Context: an optimization exercise on an open-source flow, tuned for small area, a short achievable clock period and few clock cycles per item. The choices shown serve that exercise and are no tape-out recipe. The RTL was checked by simulation tests, not by an equivalence proof against the original design. No activity file was given, so power comes from the tool's default toggle rates.

==> flow/design.v <==
package sqb_pkg;
  localparam int TEXTURE_SLOTS    = 32;
  localparam int VERTEX_CAPACITY  = 262144;
  localparam int INDICES_PER_QUAD = 6;
  localparam int SLOT_W           = 6;
  localparam int IDX_W            = $clog2(TEXTURE_SLOTS);
  localparam int ICOUNT_W         = 19;
  localparam int CUT_INDEX        = (VERTEX_CAPACITY / 4) * INDICES_PER_QUAD;
  localparam int CMP_STEP         = 3;
  localparam int N_CMP            = (TEXTURE_SLOTS + CMP_STEP - 1) / CMP_STEP;
  localparam int WR_STEP          = 4;
  localparam logic MODE_END = 1'b1;
endpackage
import sqb_pkg::*;
module sqb_cell
(
  input  logic [31:0] entry,
  input  logic [31:0] query,
  input  logic        en,
  output logic        match_lo,
  output logic        match_hi
);
  assign match_lo = en && (entry[15:0] == query[15:0]);
  assign match_hi = (entry[31:16] == query[31:16]);
endmodule
import sqb_pkg::*;
module sqb_tex_table
(
  input  logic              clk,
  input  logic              rst,
  input  logic [31:0]       tex,        
  input  logic              in_valid,
  input  logic              accept,     
  input  logic              is_end,     
  input  logic              cap,        
  output logic              done,       
  output logic              done_next,  
  output logic [SLOT_W-1:0] slot,       
  output logic              full_cut    
);
  logic [31:0]        ring [TEXTURE_SLOTS];
  logic [4:0]         rot;
  logic [5:0]         cnt;              
  logic [5:0]         total;            
  logic [5:0]         new_slot;         
  logic               full;             
  logic               empty;            
  logic               pend_v;
  logic [31:0]        pend;             
  logic [1:0]         lk_n;             
  logic               acc_hit;
  logic [SLOT_W-1:0]  acc_slot;
  logic [N_CMP-1:0]   m_lo;
  logic [N_CMP-1:0]   m_hi;
  logic [N_CMP-1:0]   m_lo_r;
  logic [N_CMP-1:0]   m_hi_r;
  logic [N_CMP-1:0]   m_r;
  logic               m_p;
  logic               mp_r;
  logic               cmp_v;            
  logic [SLOT_W-1:0]  slot_k [N_CMP];   
  logic               hit_r;
  logic [SLOT_W-1:0]  slot_r;
  for (genvar k = 0; k < N_CMP; k++) begin : g_cmp
    logic [4:0] addr;
    assign addr = 5'(CMP_STEP * k) + rot;
    assign slot_k[k] = {addr == 5'd0, addr};
    sqb_cell u_cell (
      .entry (ring[CMP_STEP * k]),
      .query (tex),
      .en       ({1'b0, addr} < cnt),
      .match_lo (m_lo[k]),
      .match_hi (m_hi[k])
    );
  end
  assign m_p = pend_v && (pend == tex);
  assign m_r = m_lo_r & m_hi_r;
  always_comb begin
    slot_r = mp_r ? total : '0;         
    for (int k = 0; k < N_CMP; k++) begin
      slot_r = slot_r | (m_r[k] ? slot_k[k] : '0);
    end
  end
  assign hit_r = cmp_v && ((|m_r) || mp_r);
  logic [TEXTURE_SLOTS-1:0] wpos_at;   
  logic [5:0]         cnt_nx;
  logic [4:0]         rot_nx;
  logic [4:0]         wpos_nx;
  logic [TEXTURE_SLOTS-1:0] wr;
  logic               drain;
  assign wpos_nx = cnt_nx[4:0] - rot_nx - 5'd1;
  always_comb begin
    wr = '0;
    for (int p = 0; p < TEXTURE_SLOTS; p += WR_STEP) begin
      wr[p] = pend_v && wpos_at[p];
    end
  end
  assign drain = |wr;
  for (genvar p = 0; p < TEXTURE_SLOTS; p++) begin : g_ring
    always_ff @(posedge clk) begin
      if (wr[p]) begin
        ring[p] <= pend;
      end else begin
        ring[p] <= ring[(p + 1) % TEXTURE_SLOTS];
      end
    end
  end
  logic               tex_zero;
  logic               f_hit;
  logic               miss;
  logic               clear;
  logic [5:0]         total_nx;
  logic [1:0]         lk_nx;
  assign tex_zero = (tex == 32'd0);
  assign done     = empty || (lk_n == 2'(CMP_STEP));
  assign f_hit    = (acc_hit || hit_r) && !cap;
  assign miss     = !tex_zero && !f_hit;
  assign full_cut = !cap && miss && full;
  assign clear    = accept && (is_end || cap || full_cut);
  always_comb begin
    if (tex_zero) begin
      slot = '0;
    end else if (f_hit) begin
      slot = hit_r ? slot_r : acc_slot;
    end else if (cap || full) begin
      slot = 6'd1;
    end else begin
      slot = new_slot;
    end
  end
  logic               grow;             
  logic               refill;           
  logic               empty_nx;
  logic               full_nx;
  logic [5:0]         new_slot_nx;
  assign grow   = accept && miss;
  assign refill = !is_end && miss;
  always_comb begin
    if (clear) begin
      total_nx    = {5'd0, refill};
      new_slot_nx = refill ? 6'd2 : 6'd1;
      empty_nx    = !refill;
      full_nx     = 1'b0;
    end else if (grow) begin
      total_nx    = new_slot;
      new_slot_nx = new_slot + 6'd1;
      empty_nx    = 1'b0;
      full_nx     = (total == 6'(TEXTURE_SLOTS - 1));
    end else begin
      total_nx    = total;
      new_slot_nx = new_slot;
      empty_nx    = empty;
      full_nx     = full;
    end
    if (accept || !in_valid) begin
      lk_nx = '0;
    end else if (lk_n != 2'(CMP_STEP)) begin
      lk_nx = lk_n + 2'd1;
    end else begin
      lk_nx = lk_n;
    end
  end
  assign done_next = empty_nx || (lk_nx == 2'(CMP_STEP));
  always_comb begin
    if (rst) begin
      cnt_nx = '0;
      rot_nx = '0;
    end else begin
      cnt_nx = clear ? 6'd0 : cnt + {5'd0, drain};
      rot_nx = rot + 5'd1;
    end
  end
  always_ff @(posedge clk) begin
    if (!pend_v || drain) begin
      pend <= tex;
    end
    cnt <= cnt_nx;
    rot <= rot_nx;
    for (int p = 0; p < TEXTURE_SLOTS; p++) begin
      wpos_at[p] <= (p % WR_STEP == 0) && (wpos_nx == 5'(p));
    end
    m_lo_r <= m_lo;
    m_hi_r <= m_hi;
    mp_r <= m_p;
    if (rst) begin
      total    <= '0;
      new_slot <= 6'd1;
      full     <= 1'b0;
      empty    <= 1'b1;
      pend_v   <= 1'b0;
      lk_n     <= '0;
      acc_hit  <= 1'b0;
      acc_slot <= '0;
      cmp_v    <= 1'b0;
    end else begin
      cmp_v    <= in_valid && !accept;
      lk_n     <= lk_nx;
      total    <= total_nx;
      new_slot <= new_slot_nx;
      full     <= full_nx;
      empty    <= empty_nx;
      if (accept || !in_valid) begin
        acc_hit <= 1'b0;
      end else if (hit_r) begin
        acc_hit  <= 1'b1;
        acc_slot <= slot_r;
      end
      if (clear) begin
        pend_v <= !is_end && miss;
      end else begin
        pend_v <= (pend_v && !drain) || grow;
      end
    end
  end
endmodule
import sqb_pkg::*;
module sprite_quad_batcher
(
  input  logic                clk,
  input  logic                rst,
  input  logic                in_valid,
  output logic                in_stall,
  input  logic                mode,
  input  logic signed [31:0]  pos_x,
  input  logic signed [31:0]  pos_y,
  input  logic signed [31:0]  pos_z,
  input  logic signed [31:0]  quad_width,
  input  logic signed [31:0]  quad_height,
  input  logic [31:0]         rgba_color,
  input  logic [31:0]         uv_corner0,
  input  logic [31:0]         uv_corner1,
  input  logic [31:0]         uv_corner2,
  input  logic [31:0]         uv_corner3,
  input  logic [31:0]         texture_name,
  output logic                out_valid,
  input  logic                out_stall,
  output logic signed [31:0]  vert_x,
  output logic signed [31:0]  vert_y,
  output logic signed [31:0]  vert_z,
  output logic [31:0]         vert_color,
  output logic [15:0]         vert_u,
  output logic [15:0]         vert_v,
  output logic [sqb_pkg::SLOT_W-1:0]   tex_slot,
  output logic                batch_cut,
  output logic [sqb_pkg::ICOUNT_W-1:0] batch_index_count,
  output logic                end_marker,
  output logic                last_of_item
);
  logic [ICOUNT_W-1:0] index_count;
  logic                r_valid;
  logic [1:0]          vtx;
  logic signed [31:0]  o_x;             
  logic signed [31:0]  o_y;             
  logic signed [31:0]  o_z;
  logic [31:0]         o_color;
  logic [31:0]         o_uv;
  logic [SLOT_W-1:0]   o_slot;
  logic                o_cut;
  logic [ICOUNT_W-1:0] o_count;
  logic                o_end;
  logic                o_last;
  logic signed [31:0]  x_w;             
  logic signed [31:0]  y_alt;           
  logic                x_c;             
  logic                y_c;
  logic [1:0]          x_gp;            
  logic [1:0]          y_gp;
  logic                fresh;           
  logic [31:0]         uv1;
  logic [31:0]         uv2;
  logic [31:0]         uv3;
  logic                is_end;
  logic                cap_cut;
  logic                lk_done;
  logic                lk_done_nx;
  logic                ok_free;         
  logic                ok_last;         
  logic                r_valid_nx;
  logic                o_last_nx;
  logic [SLOT_W-1:0]   tab_slot;
  logic                tab_cut;
  logic                cut_now;
  logic                accept;
  logic                out_take;
  function automatic logic [16:0] add_lo(input logic [15:0] a,
                                         input logic [15:0] b);
    add_lo = {1'b0, a} + {1'b0, b};
  endfunction
  function automatic logic [31:0] add_hi_sat(input logic [15:0] a_hi,
                                             input logic [15:0] b_hi,
                                             input logic        c,
                                             input logic [15:0] s_lo,
                                             input logic        g,
                                             input logic        p);
    logic [15:0] s_hi;
    logic        c31;
    s_hi = a_hi + b_hi + {15'd0, c};
    c31  = g || (p && c);
    if ((a_hi[15] == b_hi[15]) && (c31 != a_hi[15])) begin
      add_hi_sat = a_hi[15] ? 32'h8000_0000 : 32'h7FFF_FFFF;
    end else begin
      add_hi_sat = {s_hi, s_lo};
    end
  endfunction
  function automatic logic [1:0] gp_hi(input logic [31:0] a,
                                       input logic [31:0] b);
    logic [15:0] s;
    s = {1'b0, a[30:16]} + {1'b0, b[30:16]};
    gp_hi = {s[15], &(a[30:16] ^ b[30:16])};
  endfunction
  logic [16:0]         x_lo;
  logic [16:0]         y_lo;
  logic [31:0]         x1c;
  logic [31:0]         y1c;
  assign x_lo = add_lo(pos_x[15:0], quad_width[15:0]);
  assign y_lo = add_lo(pos_y[15:0], quad_height[15:0]);
  assign x1c  = add_hi_sat(o_x[31:16], x_w[31:16], x_c, x_w[15:0], x_gp[1], x_gp[0]);
  assign y1c  = add_hi_sat(o_y[31:16], y_alt[31:16], y_c, y_alt[15:0], y_gp[1], y_gp[0]);
  assign is_end    = (mode == MODE_END);
  assign cap_cut   = !is_end && index_count[18] && index_count[17];    
  assign cut_now   = cap_cut || tab_cut;
  assign in_stall  = !(ok_free || (ok_last && !out_stall));
  assign accept    = in_valid && !in_stall && !rst;
  assign out_valid = r_valid;
  assign out_take  = r_valid && !out_stall;
  sqb_tex_table u_table (
    .clk      (clk),
    .rst      (rst),
    .tex      (texture_name),
    .in_valid (in_valid),
    .accept   (accept),
    .is_end   (is_end),
    .cap      (cap_cut),
    .done     (lk_done),
    .done_next(lk_done_nx),
    .slot     (tab_slot),
    .full_cut (tab_cut)
  );
  always_comb begin
    r_valid_nx = r_valid;
    o_last_nx  = o_last;
    if (accept) begin
      r_valid_nx = 1'b1;
      o_last_nx  = is_end;
    end else if (out_take) begin
      r_valid_nx = !o_last;
      o_last_nx  = (vtx == 2'd2);
    end
  end
  always_ff @(posedge clk) begin
    if (rst) begin
      r_valid     <= 1'b0;
      ok_free     <= 1'b1;
      ok_last     <= 1'b0;
      fresh       <= 1'b0;
      index_count <= '0;
      vtx         <= '0;
    end else begin
      r_valid <= r_valid_nx;
      ok_free <= lk_done_nx && !r_valid_nx;
      ok_last <= lk_done_nx && r_valid_nx && o_last_nx;
      fresh   <= accept && !is_end;
      if (accept) begin
        vtx     <= '0;
        if (is_end) begin
          index_count <= '0;
        end else begin
          index_count <= cut_now ? ICOUNT_W'(INDICES_PER_QUAD) : index_count + ICOUNT_W'(INDICES_PER_QUAD);
        end
      end else if (out_take) begin
        vtx <= vtx + 2'd1;
      end
    end
  end
  always_ff @(posedge clk) begin
    o_last <= o_last_nx;
    if (accept) begin
      o_x     <= is_end ? '0 : pos_x;
      o_y     <= is_end ? '0 : pos_y;
      o_z     <= is_end ? '0 : pos_z;
      o_color <= is_end ? '0 : rgba_color;
      o_uv    <= is_end ? '0 : uv_corner0;
      o_slot  <= is_end ? '0 : tab_slot;
      o_cut   <= !is_end && cut_now;
      o_count <= (is_end || cut_now) ? index_count : '0;
      o_end   <= is_end;
      x_w     <= {quad_width[31:16], x_lo[15:0]};
      x_c     <= x_lo[16];
      x_gp    <= gp_hi(pos_x, quad_width);
      y_alt   <= {quad_height[31:16], y_lo[15:0]};
      y_c     <= y_lo[16];
      y_gp    <= gp_hi(pos_y, quad_height);
      uv1     <= uv_corner1;
      uv2     <= uv_corner2;
      uv3     <= uv_corner3;
    end else begin
      if (fresh) begin
        x_w <= x1c;
      end
      if (out_take) begin
        o_uv    <= uv1;
        uv1     <= uv2;
        uv2     <= uv3;
        o_cut   <= 1'b0;
        o_count <= '0;
        if (vtx == 2'd1) begin
          o_x <= x_w;
        end
      end
      if (fresh) begin
        if (out_take) begin
          o_y   <= y1c;
          y_alt <= o_y;
        end else begin
          y_alt <= y1c;
        end
      end else if (out_take && !vtx[0]) begin
        o_y   <= y_alt;
        y_alt <= o_y;
      end
    end
  end
  assign vert_x            = o_x;
  assign vert_y            = o_y;
  assign vert_z            = o_z;
  assign vert_color        = o_color;
  assign vert_u            = o_uv[31:16];
  assign vert_v            = o_uv[15:0];
  assign tex_slot          = o_slot;
  assign batch_cut         = o_cut;
  assign batch_index_count = o_count;
  assign end_marker        = o_end;
  assign last_of_item      = o_last;
endmodule
==> flow/flow/run.sh <==
#!/bin/bash
# The standard layout (the standard.sh: ORFS synthesis through finish),
# with changes to how the resizer and the clock tree work:
#  - port buffers are sky130_fd_sc_hd__buf_1 instead of the cell buffer_ports
#    picks by default (a delay cell); the resizer sizes them afterwards;
#  - gate sizing may swap cells of other footprints (MATCH_CELL_FOOTPRINT=0);
#  - clock tree synthesis inserts no dummy loads and clusters up to 14
#    registers within 60 um per leaf buffer.
# Every port still gets its buffer. The make output goes to flow_make.log.
set -euo pipefail
bash standard.sh \
  "BUFFER_PORTS_ARGS=-buffer_cell sky130_fd_sc_hd__buf_1" \
  MATCH_CELL_FOOTPRINT=0 \
  "CTS_ARGS=-sink_clustering_enable -repair_clock_nets -dont_use_dummy_load -buf_list sky130_fd_sc_hd__clkbuf_8 -sink_clustering_size 14 -sink_clustering_max_diameter 60" \
  finish > flow_make.log 2>&1
==> flow/standard.sh <==
#!/bin/bash
# synth_recipe.tcl (not shown) runs the flow's synth.tcl, then flattens the netlist and writes it again
# the make line also repeats each setting of config.mk as NAME=value (left out here)
make -C /OpenROAD-flow-scripts/flow DESIGN_CONFIG=/design/flow/config.mk WORK_HOME=/design/flow/orfs CLKGATE_MAP_FILE= SYNTH_SCRIPT=/design/flow/synth_recipe.tcl "${@:-finish}"
==> flow/config.mk <==
export PLATFORM = sky130hd
export DESIGN_NAME = sprite_quad_batcher
export DESIGN_NICKNAME = sprite_quad_batcher
export VERILOG_FILES = /design/flow/design.v
export SDC_FILE = /design/flow/constraint.sdc
export NUM_CORES = 4
export LEC_CHECK = 0
export CAP_MARGIN = 20
export CORE_MARGIN = 2
export CORE_UTILIZATION = 60
export CTS_BUF_LIST = sky130_fd_sc_hd__clkbuf_8
export SETUP_SLACK_MARGIN = 3.3
export SLEW_MARGIN = 20
==> flow/constraint.sdc <==
create_clock -name core_clock -period 6.0 [get_ports {clk}]
set_input_delay 1.2000 -clock core_clock [delete_from_list [all_inputs] [get_ports {clk}]]
set_output_delay 1.2000 -clock core_clock [all_outputs]
set_load 0.01 [all_outputs]
==> out/metrics.cfg, run 1 <==
[run_status]
status = complete, no violations

[critical_path]
r2r_end = u_table.wpos_at[8]
r2r_start = u_table.m_hi_r[2]
reg2reg_depth = 15
cp.required_ns = 6.69
slowest_stage = nor4_4
cp_max_fo = 5
rrSetupSlack_ns = 2.53
start_kind = input pin
critPathMaxStageDelay_ns = 0.38
cp.arrival_ns = 4.17
crit_chain = clkbuf_2, nor4_4, nand4_1, o21ai_4, o31a_1, a21oi_4, or2_4, nor2_4, ha_1, a21o_1, a21oi_2, xnor2_2, xor2_1, nand2_1, nor2_1
crit_start = texture_name[20]
critPathCaptureType = flop
worstSetupPathType = in -> reg
endpoint = u_table.wpos_at[8]

[placement]
numPortBuffers = 545
gp_congestion = 0.912
place_hpwl_um = 97800

[pwr]
max-vdd-ir-drop_mv = 0.289
p_total_mw = 18.8
p_leak_nw = 23.1
powerDensity_nw_per_um2 = 319

[route]
wire_per_inst_um = 23.3
drc = 0
drt_first_pass_iters = 6
first_iter_violations = 2921
drt-total-wl_um = 140000
ant_nets = 0
vias = 33000
vias_per_cell = 5.50

[floorplan]
io_pins = 547
die-area_sq_um = 89500
rows = 108
core_area_sq_um = 86500
die_h_um = 299
initial_utilization_pct = 60.4
die_x_um = 299

[timing]
fmax_mhz = 287
period_share_pct = 58.0
tightest_slew_ns = 1.19
slew_violations = 0
whs_ns = 0.283
min_period_ns = 3.48
final_hold_viol_count = 0
setup-violations-final = 0
slew_headroom_pct = 20.4
rsz0062_at_grt = yes
clock_skew_ns = 0.0785

[cts]
cts_buffers = 130
clkTransAtPathRegs_ns = 0.09
root_buffer = clkbuf_8
cts_tree = done
h-tree-depth = 4
clockBufferDepth = 3
clock_latency_ns = 0.81
cts.sinks = 1500

[layout]
nets = 5341
multi_input_area_sq_um = 18000
synthToLayoutAreaGrowth_pct = 12.4
fin_util_pct = 67.9
layout-drive-gt1-share_pct = 14.7
register_area_sq_um = 33900
fillCellCount = 6625

[global_route]
grt_usage_pct = 30.2
grt_pass1_vias = 31200
grt_overflow = 0
antenna_found_initial = 10
grt_max_degree = 242
grt_pass1_wl_um = 200000

[logic_synthesis]
syn_avg_cell_area_sq_um = 12.3
ys_async_sr_fraction_pct = 0
yosysUniqueCellTypes = 81
synth_area_sq_um = 52200
synth-edff-count = 384
syn_inst = 4244
yosysWarnings = 6
synth_nets = 4758
synth_ff_type = dfxtp_1
yosys_register_bits = 1500
seq_area_frac_synth_pct = 64.8

[job]
drv_cap = 0

[min_path]
worstHoldPathType = reg -> reg

worst min-delay path by stage:
stage	slack, ns	cells after the start	start	to
finish	0.28	0	u_table.ring[22][10]	u_table.ring[21][10]
global route	0.29	0	u_table.ring[14][2]	u_table.ring[13][2]
CTS	0.28	0	u_table.ring[22][10]	u_table.ring[21][10]
detailed placement	0.31	0	u_table.ring[23][20]	u_table.ring[22][20]
global placement	0.31	0	u_table.ring[16][24]	u_table.ring[15][24]
floorplan	0.31	0	u_table.ring[11][0]	u_table.ring[10][0]
cells by family (layout without fill, tap and decap cells):
logic type      after synthesis  count (layout)  share of synthesized area (%)
flops                      1500            1500                           64.8
simple gates               1015            1015                           9.06
compound gates              521             521                           6.15
xor+xnor                    474             474                           7.95
buf+inv                     296             877                           2.16
mux                         280             280                           5.98
fa+ha+maj                   157             157                           3.86
other cells                   1              10                        0.00718
layer usage:
layer	vias up	wire, um	global-route usage, %
li1	15600	-	-
met1	16000	62400	42.8
met2	1090	65000	48.1
met3	197	8700	4.96
met4	0	3450	8.79
met5	-	0	0
flip-flops by register name, indices dropped and copies added (netlist names), 8 cells and up:
name             flops
o_color             32
u_table.wpos_at      8
u_table.ring      1024
x_w                 32
u_table.pend        32
u_table.m_hi_r      11
o_y                 32
index_count         18
uv3                 32
u_table.m_lo_r      11
o_z                 32
y_alt               32
o_uv                32
o_x                 32
uv2                 32
o_count             18
uv1                 32
report_power, final:
group	internal, mW	switching (mW)	total, mW
Clock	1.94	3.05	4.99
Sequential	11.0	0.308	11.3
Combinational	0.981	1.50	2.49
stage by stage:
stage	setup slack (ns)	area [sq um]	cells	setup TNS, ns
after floorplan	-0.0300	52400	4244	-0.959
final	2.52	58800	5989	0
after detailed placement	0.901	55500	5780	0
after CTS	2.58	58100	5952	0
after global routing	2.33	58700	5987	0
after global placement	0.881	55500	5779	0
cells in the mapped netlist, drive strengths merged, types with 12 or more instances:
master / n / area share (%)
nor4: 74 / 0.89
ha: 150 / 3.6
nand4: 75 / 0.90
nand2b: 16 / 0.20
a31oi: 23 / 0.28
a211oi: 20 / 0.32
nand2: 433 / 3.1
xnor2: 221 / 3.7
a21o: 46 / 0.66
mux2i: 22 / 0.42
edfxtp: 384 / 22
dfxtp: 1116 / 43
and3: 39 / 0.47
o211ai: 12 / 0.17
inv: 67 / 0.48
nand3: 61 / 0.59
buf: 86 / 0.65
nor3: 24 / 0.23
a21oi: 135 / 1.3
nor2b: 79 / 0.95
xor2: 253 / 4.2
o21ai: 187 / 1.8
mux2: 258 / 5.6
nor2: 179 / 1.3
or2: 16 / 0.19
clkbuf: 142 / 1.0
o31ai: 21 / 0.33
cells in the final DEF (no fill, tap or decap), drive strengths merged, types with 148 or more instances in the layout:
cell type,instances
dfxtp,1116
xor2,253
clkbuf,148
xnor2,221
mux2,258
buf,660
nand2,433
edfxtp,384
o21ai,187
nor2,179
ha,150
cell type report:
| class | count | area share (%) |
|---|---|---|
| flip-flops and latches | 1500 | 57.7 |
| repair inverters | 1 | 0.0192 |
| well taps | 1155 | 2.46 |
| inverters | 68 | 0.498 |
| multi-input cells | 2448 | 30.6 |
| repair buffers | 678 | 5.65 |
| clock buffers | 130 | 3.05 |
| diodes | 9 | 0.0383 |
worst max-delay path: cells and delay by family:
family,cells,cell delay (ns)
compound gates,5,0.99
xor+xnor,2,0.35
buf+inv,1,0.12
fa+ha+maj,1,0.25
simple gates,6,1.25
timing repair:
item,in CTS,in global routing
buffers inserted,42,25
pin swaps,45,47
endpoints found under the hold margin,0,0
hold buffers,0,0
cloned,0,3
endpoints found under the setup margin,453,308
gates resized for setup,131,89
Testbench counts, summed over its fixed seeds: cycles 47,560, items 12,000.
==> run 2: changes to the inputs <==
--- a/flow/config.mk
+++ b/flow/config.mk
@@ -11,3 +11,3 @@
 export CTS_BUF_LIST = sky130_fd_sc_hd__clkbuf_8
-export SETUP_SLACK_MARGIN = 3.3
+export SETUP_SLACK_MARGIN = 3.4
 export SLEW_MARGIN = 20
==> out/metrics.cfg, run 2 <==
[run_status]
status = complete, no violations

[cts]
root_buffer = clkbuf_8
cts.sinks = 1500
cts_tree = done
cts_buffers = 130
clkTransAtPathRegs_ns = 0.09
h-tree-depth = 4
clock_latency_ns = 0.80
clockBufferDepth = 3

[timing]
fmax_mhz = 287
rsz0062_at_grt = yes
setup-violations-final = 0
slew_headroom_pct = 25.3
clock_skew_ns = 0.0810
final_hold_viol_count = 0
period_share_pct = 58.1
slew_violations = 0
min_period_ns = 3.48
tightest_slew_ns = 1.12

[placement]
gp_congestion = 0.912
numPortBuffers = 545
place_hpwl_um = 97800
postPlaceCellArea_sq_um = 55500

[floorplan]
rows = 108
die_x_um = 299
io_pins = 547
core_area_sq_um = 86500
die-area_sq_um = 89500
initial_utilization_pct = 60.4
die_h_um = 299

[critical_path]
worstSetupPathType = in -> reg
cp_max_fo = 5
critPathCaptureType = flop
rrSetupSlack_ns = 2.53
cp.arrival_ns = 4.18
cp.required_ns = 6.69
start_kind = input pin

[logic_synthesis]
ys_top_cells_by_area = dfxtp_1, edfxtp_1, mux2_2, xor2_1, xnor2_1
synth_ff_type = dfxtp_1
seq_area_frac_synth_pct = 64.8
synth.largest_area_cell = dfxtp_1
synth_nets = 4758
syn_inst = 4244
synth-edff-count = 384
yosysWarnings = 6
ys_async_sr_fraction_pct = 0
yosysMostFrequentCell = dfxtp_1
synth_top_cell_area_share_pct = 42.8
yosys_register_bits = 1500
synth_area_sq_um = 52200
yosysUniqueCellTypes = 81
synthTopCellsByCount = dfxtp_1, nand2_1, edfxtp_1
syn_avg_cell_area_sq_um = 12.3

[layout]
final_cell_mix = dfxtp_1, buf_1, nand2_1, edfxtp_1, mux2_2
layout-drive-gt1-share_pct = 17.7
fillCellCount = 6546
largest_register_ffs = 1024
nets = 5397
synthToLayoutAreaGrowth_pct = 14.0
final_common_cell = dfxtp_1
top_register = u_table.ring
final_area_sq_um = 59600
fin_util_pct = 68.9

[route]
first_iter_violations = 2994
drc = 0
drt_first_pass_iters = 6
vias_per_cell = 5.51
wire_per_inst_um = 23.4
ant_nets = 0
vias = 33300
drt-total-wl_um = 142000

[job]
drv_cap = 0

[pwr]
powerDensity_nw_per_um2 = 318
max-vdd-ir-drop_mv = 0.289
p_leak_nw = 23.7

[global_route]
grt_usage_pct = 30.4
grt_max_degree = 242
antenna_found_initial = 6
grt_overflow = 0
grt_pass1_wl_um = 202000
grt_pass1_vias = 31500

[min_path]
worstHoldPathType = reg -> reg

==> run 2: changes by cell type in the layout (fill, tap and decap cells not counted), moves of 4 or more <==
cell      before  now
buf_1        519  450
buf_4        111  166
clkbuf_2      16   70
buf_6         20   31
a21oi_1      114  107
o21ai_0      175  170
a21oi_2       18   22
o21ai_1        7   11
==> run 2: per-layer routing <==
metal / global-route usage, % / up-vias / wire length, um
li1: - / 15800 / -
met4: 7.90 / 0 / 3110
met3: 4.62 / 173 / 8450
met2: 49.1 / 1086 / 66700
met5: 0 / - / 0
met1: 43.3 / 16300 / 63300
==> run 2: worst paths after layout <==
path / cells after the start / from / end
worst min-delay path: 0 / u_table.ring[14][2] / u_table.ring[13][2]
worst max-delay path: 18 / texture_name[6] / u_table.wpos_at[8]
worst min register to register: 0 / u_table.ring[14][2] / u_table.ring[13][2]
worst max register to register: 16 / u_table.m_lo_r[1] / u_table.wpos_at[8]
==> run 2: cells by family (layout without fill, tap and decap cells) <==
| group | count (synthesis) | in the layout | synth area share [%] |
|---|---|---|---|
| AOI/OAI and AO/OA | 521 | 521 | 6.15 |
| DFF | 1500 | 1500 | 64.8 |
| adders and majority gates | 157 | 157 | 3.86 |
| buffers and inverters | 296 | 932 | 2.16 |
| other | 1 | 8 | 0.00718 |
| and+or+nand+nor | 1015 | 1016 | 9.06 |
| xor gates and xnor gates | 474 | 474 | 7.95 |
| muxes | 280 | 280 | 5.98 |
==> run 2: worst max-delay path: stages <==
cell     delay, ns
buf_1         0.23
nor4_2        0.08
buf_4         0.16
nand4_1       0.10
buf_6         0.14
o21ai_4       0.10
o31a_1        0.32
a21oi_4       0.17
or2_4         0.19
nor2_4        0.05
ha_4          0.16
fa_2          0.34
a21o_1        0.20
a21oi_2       0.18
xnor2_2       0.15
xor2_1        0.20
nand2_1       0.09
nor2_1        0.09
==> run 2: through the flow <==
step	hold slack (ns)	setup WS [ns]	power, mW	setup TNS [ns]	instances
finish	0.279	2.52	18.9	0	6043
global route	0.293	2.33	19.7	0	6040
CTS	0.283	2.58	18.8	0	6004
detailed placement	0.312	0.901	13.7	0	5780
global placement	0.310	0.881	13.7	0	5779
floorplan	0.310	-0.0300	12.9	-0.959	4244
==> run 2: layout make-up <==
class                      instances  area, sq um  share of cell area (%)
sequential                      1500        33900                    56.9
antenna                            7         17.5                  0.0294
clock buffer                     130         1790                    3.00
timing repair buffer             733         3920                    6.59
inverter                          68          297                   0.498
timing repair inverter             1         11.3                  0.0189
tap                             1155         1450                    2.43
multi-input combinational       2449        18200                    30.5
==> run 2: repair_timing <==
item                                    4_1_cts  5_1_grt
buffers inserted                             92       29
resized for setup                           249      138
hold buffers                                  0        0
endpoints found under the setup margin      562      441
cloned                                        2        3
pin swaps                                    65       69
==> run 2: power by group <==
part           leakage (nW)  switching [mW]  internal, mW  total, mW
combinational          10.1            1.57          1.10       2.67
clock                 0.935            3.06          1.94       5.00
sequential             12.7           0.301          11.0       11.3
total                  23.7            4.93          14.0       18.9
==> run 3: changes to the inputs <==
--- a/flow/design.v
+++ b/flow/design.v
@@ -87,6 +87,8 @@
   logic [4:0]         rot_nx;
-  logic [4:0]         wpos_nx;
+  logic [4:0]         wpos_keep;        
+  logic [4:0]         wpos_clr;         
   logic [TEXTURE_SLOTS-1:0] wr;
   logic               drain;
-  assign wpos_nx = cnt_nx[4:0] - rot_nx - 5'd1;
+  assign wpos_keep = cnt[4:0] + {4'd0, drain} - rot - 5'd2;
+  assign wpos_clr  = 5'd0 - rot - 5'd2;
   always_comb begin
@@ -179,3 +181,9 @@
     for (int p = 0; p < TEXTURE_SLOTS; p++) begin
-      wpos_at[p] <= (p % WR_STEP == 0) && (wpos_nx == 5'(p));
+      if (rst) begin
+        wpos_at[p] <= 1'b0;
+      end else if (clear) begin
+        wpos_at[p] <= (p % WR_STEP == 0) && (wpos_clr == 5'(p));
+      end else begin
+        wpos_at[p] <= (p % WR_STEP == 0) && (wpos_keep == 5'(p));
+      end
     end
--- a/flow/config.mk
+++ b/flow/config.mk
@@ -11,3 +11,3 @@
 export CTS_BUF_LIST = sky130_fd_sc_hd__clkbuf_8
-export SETUP_SLACK_MARGIN = 3.4
+export SETUP_SLACK_MARGIN = 3.3
 export SLEW_MARGIN = 20
==> out/metrics.cfg, run 3 <==
[pwr]
power.share.sequential_pct = 60.7
combPwrFrac_pct = 12.5
p_leak_nw = 23.1
switching_share_pct = 25.6
power_switching_mw = 4.83
max-vdd-ir-drop_mv = 0.271
clkPwrFrac_pct = 26.8
p_total_mw = 18.8
powerDensity_nw_per_um2 = 317
intPower_mw = 14.0

[logic_synthesis]
yosysWarnings = 6
synth-edff-count = 384
ys_top_cells_by_area = dfxtp_1, edfxtp_1, mux2_2, xor2_1, xnor2_1
syn_avg_cell_area_sq_um = 12.2
yosys_register_bits = 1500
yosysMostFrequentCell = dfxtp_1
seq_area_frac_synth_pct = 64.6
syn_inst = 4294
synthTopCellsByCount = dfxtp_1, nand2_1, edfxtp_1
synth_area_sq_um = 52400
synth_ff_type = dfxtp_1
yosysUniqueCellTypes = 69
synth_top_cell_area_share_pct = 42.6
synth.largest_area_cell = dfxtp_1
synth_nets = 4814
ys_async_sr_fraction_pct = 0

[layout]
synthToLayoutAreaGrowth_pct = 13.3
layout-drive-gt1-share_pct = 15.0
final_area_sq_um = 59400
top_register = u_table.ring
fillCellCount = 6631
largest_register_ffs = 1024
nets = 5426
final_common_cell = dfxtp_1
final_cell_mix = dfxtp_1, buf_1, nand2_1, edfxtp_1

[critical_path]
endpoint = o_y[30]
reg2reg_depth = 12
rrSetupSlack_ns = 3.15
r2r_start = y_c
crit_start = y_c
slowest_stage = edfxtp_1
critPathMaxStageDelay_ns = 0.43
cp.arrival_ns = 3.37
crit_buf_inv = 2
critPathCaptureType = flop
r2r_end = o_y[30]
cp.required_ns = 6.51
crit_chain = inv_2, fa_2, inv_2, fa_2, a211oi_4, o21ai_2, a211oi_2, o21ai_2, nand4_1, a211oi_2, nor4_2, a211oi_1
cp_max_fo = 3
path_delay_family = compound AO/OA/AOI/OAI gates
worstSetupPathType = reg -> reg
cp.depth = 12
start_kind = flop

[timing]
fmax_mhz = 350
slew_headroom_pct = 28.1
tightest_slew_ns = 1.07
min_period_ns = 2.85
period_share_pct = 47.6
fin_setup_tns_ns = 0
setup-violations-final = 0
final_hold_viol_count = 0
clock_skew_ns = 0.0737
slew_violations = 0
rsz0062_at_grt = yes

[cts]
h-tree-depth = 4
clockBufferDepth = 3
cts-hold-fix-buffers = 0
cts_buffers = 132
clock_latency_ns = 0.82
root_buffer = clkbuf_8
cts.sinks = 1500
clkTransAtPathRegs_ns = 0.09
cts_tree = done

[route]
vias_per_cell = 5.55
drt-total-wl_um = 141000
wire_per_inst_um = 23.2
drt_first_pass_iters = 5
drc = 0
ant_nets = 0
first_iter_violations = 2580
vias = 33700

[placement]
gp_congestion = 0.947
numPortBuffers = 545
place_hpwl_um = 95300
postPlaceCellArea_sq_um = 55700

[floorplan]
die_h_um = 300
io_pins = 547
initial_utilization_pct = 60.5
die-area_sq_um = 89700
die_x_um = 300
rows = 108
core_area_sq_um = 86600

[global_route]
grt_pass1_wl_um = 205000
grt_overflow = 0
grt_usage_pct = 30.6
antenna_found_initial = 6
grt_pass1_vias = 31900
grt_max_degree = 136

[job]
drv_cap = 0

[run_status]
status = complete, no violations

[min_path]
worstHoldPathType = reg -> reg

## run 3: changes by cell type in the layout (fill, tap and decap cells not counted), sizes merged, moves of 8 or more
cell,before,now
a211oi,20,29
a21o,46,33
a21oi,135,143
and2,4,24
and3,39,13
buf,660,677
clkbuf,203,156
inv,64,56
nand2,434,463
nor3,24,33
o21ai,187,210
## run 3: timing repair
| action | 4_1_cts | 5_1_grt |
|---|---|---|
| gates cloned | 10 | 0 |
| setup endpoints to repair | 602 | 171 |
| pin swaps | 34 | 69 |
| buffers inserted | 37 | 57 |
| resized for setup | 134 | 132 |
## run 3: final cells by class
type | instances | area (sq um) | share of cell area (%)
tap | 1155 | 1450 | 2.43
multi-input combinational | 2509 | 18400 | 31.0
clock buffer | 132 | 1820 | 3.06
sequential | 1500 | 33900 | 57.1
timing repair buffer | 701 | 3560 | 5.99
inverter | 62 | 274 | 0.461
antenna | 7 | 17.5 | 0.0295
## run 3: worst min-delay path by stage
stage                         startpoint                   end  slack (ns)  cells after the start
finish              u_table.ring[16][19]  u_table.ring[15][19]        0.30                      0
global route        u_table.ring[16][19]  u_table.ring[15][19]        0.31                      0
CTS                  u_table.ring[31][9]   u_table.ring[30][9]        0.30                      0
detailed placement   u_table.ring[11][5]   u_table.ring[10][5]        0.31                      0
global placement    u_table.ring[19][26]  u_table.ring[18][26]        0.31                      0
floorplan            u_table.ring[11][0]   u_table.ring[10][0]        0.31                      0
## run 3: routing by layer
metal | wire length [um] | global-route usage (%) | up-vias
met2 | 64400 | 47.8 | 1191
met4 | 4030 | 8.88 | 4
met1 | 63400 | 44.3 | 16400
met3 | 9150 | 5.22 | 222
met5 | 25 | 0 | -
li1 | - | - | 15900
## run 3: logic make-up after synthesis
logic type      share of synthesized area, %
mux                                     5.71
compound gates                          6.12
buf+inv                                 2.08
xor+xnor                                7.94
simple gates                            9.48
fa+ha+maj                               4.02
flops                                   64.6
other cells                          0.00716
## run 3: power by group through the flow
stage          combinational [mW]  clock [mW]  sequential (mW)
2_1_floorplan                1.38           0             11.5
3_3_place_gp                 2.04           0             11.6
3_5_place_dp                 2.06           0             11.6
4_1_cts                      2.20        5.15             11.4
5_1_grt                      2.57        5.52             11.5
6_report                     2.36        5.05             11.4
## run 3: worst register-to-register path, cell delays in order (launching register included)
cell and delay, ns:
edfxtp_1 0.43, inv_2 0.08, fa_2 0.21, inv_2 0.05, fa_2 0.40, a211oi_4 0.29, o21ai_2 0.10, a211oi_2 0.27
o21ai_2 0.10, nand4_1 0.13, a211oi_2 0.10, nor4_2 0.29, a211oi_1 0.12
## run 3: per-stage QoR
| stage | worst slack (ns) | hold WS [ns] | utilization (%) | instances |
|---|---|---|---|---|
| after global placement | 1.62 | 0.310 | 64.3 | 5823 |
| after detailed placement | 1.50 | 0.312 | 64.3 | 5823 |
| after CTS | 3.16 | 0.297 | 67.4 | 6002 |
| after global routing | 3.05 | 0.306 | 68.6 | 6063 |
| after floorplan | 0.104 | 0.310 | - | 4294 |
| final | 3.15 | 0.296 | 68.6 | 6066 |
Testbench counts of run 3, summed over its fixed seeds: cycles 47,560, items 12,000.
==> run 4: changes to the inputs <==
--- a/flow/design.v
+++ b/flow/design.v
@@ -275,2 +275,4 @@
   logic [1:0]          y_gp;
+  logic                x_same;          
+  logic                y_same;
   logic                fresh;           
@@ -296,4 +298,4 @@
   endfunction
-  function automatic logic [31:0] add_hi_sat(input logic [15:0] a_hi,
-                                             input logic [15:0] b_hi,
+  function automatic logic [31:0] add_hi_sat(input logic        a_sign,
+                                             input logic [15:0] s_hi0,
                                              input logic        c,
@@ -301,9 +303,10 @@
                                              input logic        g,
-                                             input logic        p);
+                                             input logic        p,
+                                             input logic        same);
     logic [15:0] s_hi;
     logic        c31;
-    s_hi = a_hi + b_hi + {15'd0, c};
+    s_hi = s_hi0 + {15'd0, c};
     c31  = g || (p && c);
-    if ((a_hi[15] == b_hi[15]) && (c31 != a_hi[15])) begin
-      add_hi_sat = a_hi[15] ? 32'h8000_0000 : 32'h7FFF_FFFF;
+    if (same && (c31 != a_sign)) begin
+      add_hi_sat = a_sign ? 32'h8000_0000 : 32'h7FFF_FFFF;
     end else begin
@@ -319,2 +322,4 @@
   logic [16:0]         x_lo;
+  logic [15:0]         x_hi0;           
+  logic [15:0]         y_hi0;
   logic [16:0]         y_lo;
@@ -323,5 +328,7 @@
   assign x_lo = add_lo(pos_x[15:0], quad_width[15:0]);
+  assign x_hi0 = pos_x[31:16] + quad_width[31:16];
+  assign y_hi0 = pos_y[31:16] + quad_height[31:16];
   assign y_lo = add_lo(pos_y[15:0], quad_height[15:0]);
-  assign x1c  = add_hi_sat(o_x[31:16], x_w[31:16], x_c, x_w[15:0], x_gp[1], x_gp[0]);
-  assign y1c  = add_hi_sat(o_y[31:16], y_alt[31:16], y_c, y_alt[15:0], y_gp[1], y_gp[0]);
+  assign x1c  = add_hi_sat(o_x[31], x_w[31:16], x_c, x_w[15:0], x_gp[1], x_gp[0], x_same);
+  assign y1c  = add_hi_sat(o_y[31], y_alt[31:16], y_c, y_alt[15:0], y_gp[1], y_gp[0], y_same);
   assign is_end    = (mode == MODE_END);
@@ -394,6 +401,8 @@
       o_end   <= is_end;
-      x_w     <= {quad_width[31:16], x_lo[15:0]};
+      x_w     <= {x_hi0, x_lo[15:0]};
+      x_same  <= (pos_x[31] == quad_width[31]);
       x_c     <= x_lo[16];
       x_gp    <= gp_hi(pos_x, quad_width);
-      y_alt   <= {quad_height[31:16], y_lo[15:0]};
+      y_alt   <= {y_hi0, y_lo[15:0]};
+      y_same  <= (pos_y[31] == quad_height[31]);
       y_c     <= y_lo[16];
==> out/metrics.cfg, run 4 <==
[logic_synthesis]
syn_inst = 4293
yosysMostFrequentCell = dfxtp_1
synth_area_sq_um = 52700
synthTopCellsByCount = dfxtp_1, nand2_1, edfxtp_1
yosysWarnings = 6
ys_top_cells_by_area = dfxtp_1, edfxtp_1, mux2_2, xnor2_1, xor2_1
synth.largest_area_cell = dfxtp_1
yosysUniqueCellTypes = 77
syn_avg_cell_area_sq_um = 12.3
synth_nets = 4787
synth-edff-count = 386
yosys_register_bits = 1502
synth_ff_type = dfxtp_1
synth_top_cell_area_share_pct = 42.4
ys_async_sr_fraction_pct = 0
seq_area_frac_synth_pct = 64.3

[timing]
rsz0062_at_grt = yes
slew_violations = 0
setup-violations-final = 0
min_period_ns = 2.82
tightest_slew_ns = 1.11
fmax_mhz = 354
setup_slack_ns = 3.18
slew_headroom_pct = 25.1
clock_skew_ns = 0.0958
final_hold_viol_count = 0
period_share_pct = 47.0
whs_ns = 0.275

[cts]
h-tree-depth = 4
clockBufferDepth = 3
clkTransAtPathRegs_ns = 0.08
cts_buffers = 131
cts.sinks = 1502
cts-hold-fix-buffers = 0
root_buffer = clkbuf_8
clock_latency_ns = 0.82
cts_tree = done

[pwr]
intPower_mw = 14.1
clkPwrFrac_pct = 26.5
power_switching_mw = 4.93
p_total_mw = 19.0
max-vdd-ir-drop_mv = 0.245
powerDensity_nw_per_um2 = 320
switching_share_pct = 25.9
power.share.sequential_pct = 61.1
combPwrFrac_pct = 12.5
p_leak_nw = 23.1

[layout]
nets = 5397
final_cell_mix = dfxtp_1, buf_1, nand2_1, edfxtp_1, xnor2_1
layout-drive-gt1-share_pct = 13.8
largest_register_ffs = 1024
top_register = u_table.ring
final_area_sq_um = 59400
final_common_cell = dfxtp_1
fin_cells = 6064
synthToLayoutAreaGrowth_pct = 12.7

[floorplan]
die_x_um = 300
rows = 108
core_area_sq_um = 86900
die_h_um = 300
initial_utilization_pct = 60.7
io_pins = 547
die-area_sq_um = 90300

[route]
first_iter_violations = 2898
ant_nets = 0
drc = 0
vias_per_cell = 5.60
wire_per_inst_um = 23.8
drt-total-wl_um = 144000
vias = 34000
drt_first_pass_iters = 6

[min_path]
worstHoldPathType = reg -> reg

[global_route]
grt_pass1_wl_um = 208000
grt_pass1_vias = 32200
grt_max_degree = 150
antenna_found_initial = 13
grt_usage_pct = 31.1
grt_overflow = 0

[placement]
dp.cells = 5827
postPlaceCellArea_sq_um = 56100
gp_congestion = 0.932
dp_slack_ns = 1.46
numPortBuffers = 545
place_hpwl_um = 96900

[critical_path]
worstSetupPathType = in -> out
cp.arrival_ns = 1.62
start_kind = input pin
critPathCaptureType = output pin
cp_max_fo = 2
cp.required_ns = 4.80

[job]
drv_cap = 0

[run_status]
status = complete, no violations

-- run 4: repair_timing --
action / CTS / global route
endpoints found under the setup margin: 612 / 120
setup buffers: 56 / 27
pin swaps: 25 / 26
resized for setup: 118 / 48
gates cloned: 11 / 3
-- run 4: power by group through the flow --
stage | Sequential, mW | Clock (mW) | Combinational [mW]
after global routing | 11.7 | 5.50 | 2.57
after CTS | 11.6 | 5.13 | 2.28
after floorplan | 11.7 | 0 | 1.40
after detailed placement | 11.8 | 0 | 2.16
final | 11.6 | 5.04 | 2.37
after global placement | 11.8 | 0 | 2.14
-- run 4: kinds of logic (layout without fill, tap and decap cells) --
group / Yosys count / in the layout / share of synthesized area, %
flip-flops: 1502 / 1502 / 64.3
AND/OR/NAND/NOR: 1131 / 1133 / 10.5
XOR/XNOR: 504 / 504 / 8.37
AO/OA/AOI/OAI: 435 / 435 / 5.30
buffers and inverters: 302 / 908 / 2.22
multiplexers: 281 / 281 / 5.94
adder cells (fa/ha/maj): 137 / 137 / 3.35
other: 1 / 9 / 0.00711
-- run 4: final cells by class --
type / count / area (sq um)
repair inverters: 4 / 45.0
multi-input cells: 2491 / 18200
flip-flops and latches: 1502 / 34000
clock buffers: 131 / 1800
fillers: 6646 / 27500
inverters: 73 / 315
well taps: 1155 / 1450
repair buffers: 700 / 3610
diodes: 8 / 20.0
-- run 4: routing by layer --
layer  share of wire (%)  global-route usage, %
met1                  43                   42.9
met2                  47                   50.4
met4                 3.3                   9.49
met3                 6.9                   5.50
met5               0.044                      0
-- run 4: final timing paths --
check	cells after the start	from	end	slack (ns)
worst max-delay path	4	out_stall	in_stall	3.18
worst max register to register	11	u_table.pend_v	u_table.wpos_at[0]	3.25
worst min-delay path	0	u_table.ring[14][0]	u_table.ring[13][0]	0.28
worst min register to register	0	u_table.ring[14][0]	u_table.ring[13][0]	0.28
-- run 4: worst max-delay path, stage by stage --
cell and delay (ns):
buf_12 0.11, nor2b_4 0.12, nor2_4 0.05, buf_6 0.13
-- run 4: stage by stage --
step | TNS (ns) | utilization (%)
detailed placement | 0 | 64.5
global placement | 0 | 64.5
finish | 0 | 68.4
global route | 0 | 68.4
CTS | 0 | 67.8
floorplan | -1.83 | -
Testbench counts of run 4, summed over its fixed seeds: cycles 47,560, items 12,000.

==> separate check: timing with driven ports <==
Ports are ideal in the flow. The routed layouts listed here were re-timed in OpenROAD. Step 1 sets driving cells, clkbuf_16 on the clock port and buf_2 on the other inputs (assumed; they add their load-dependent delay and slew). Step 2 times the ports against the registers' clock, not the clock port: input delays grow and output delays shrink by t, the midpoint of the rising clock arrivals with the driver on. a / b / c = no drivers / after step 1 / after step 2; a / b = the first two.
| run | t, ns | setup WS [ns] | worst setup path at the end | slew at the worst register clock pin (ns) | cell pins on the clock port's net |
|---|---|---|---|---|---|
| run 1 | 0.831 | 2.518 / 2.526 / 1.715 | input to register | 0.10 / 0.10 | 1 |
| run 2 | 0.829 | 2.515 / 2.531 / 1.711 | input to register | 0.10 / 0.10 | 1 |
| run 3 | 0.848 | 3.145 / 3.073 / 2.394 | input to register | 0.10 / 0.10 | 1 |
| run 4 | 0.838 | 3.178 / 3.094 / 2.446 | input to register | 0.10 / 0.10 | 1 |
After both steps setup and hold are still met in every run listed. The setup slack of run 2, which loses most, moves by +0.016 ns with the drivers and by -0.804 ns with both steps.
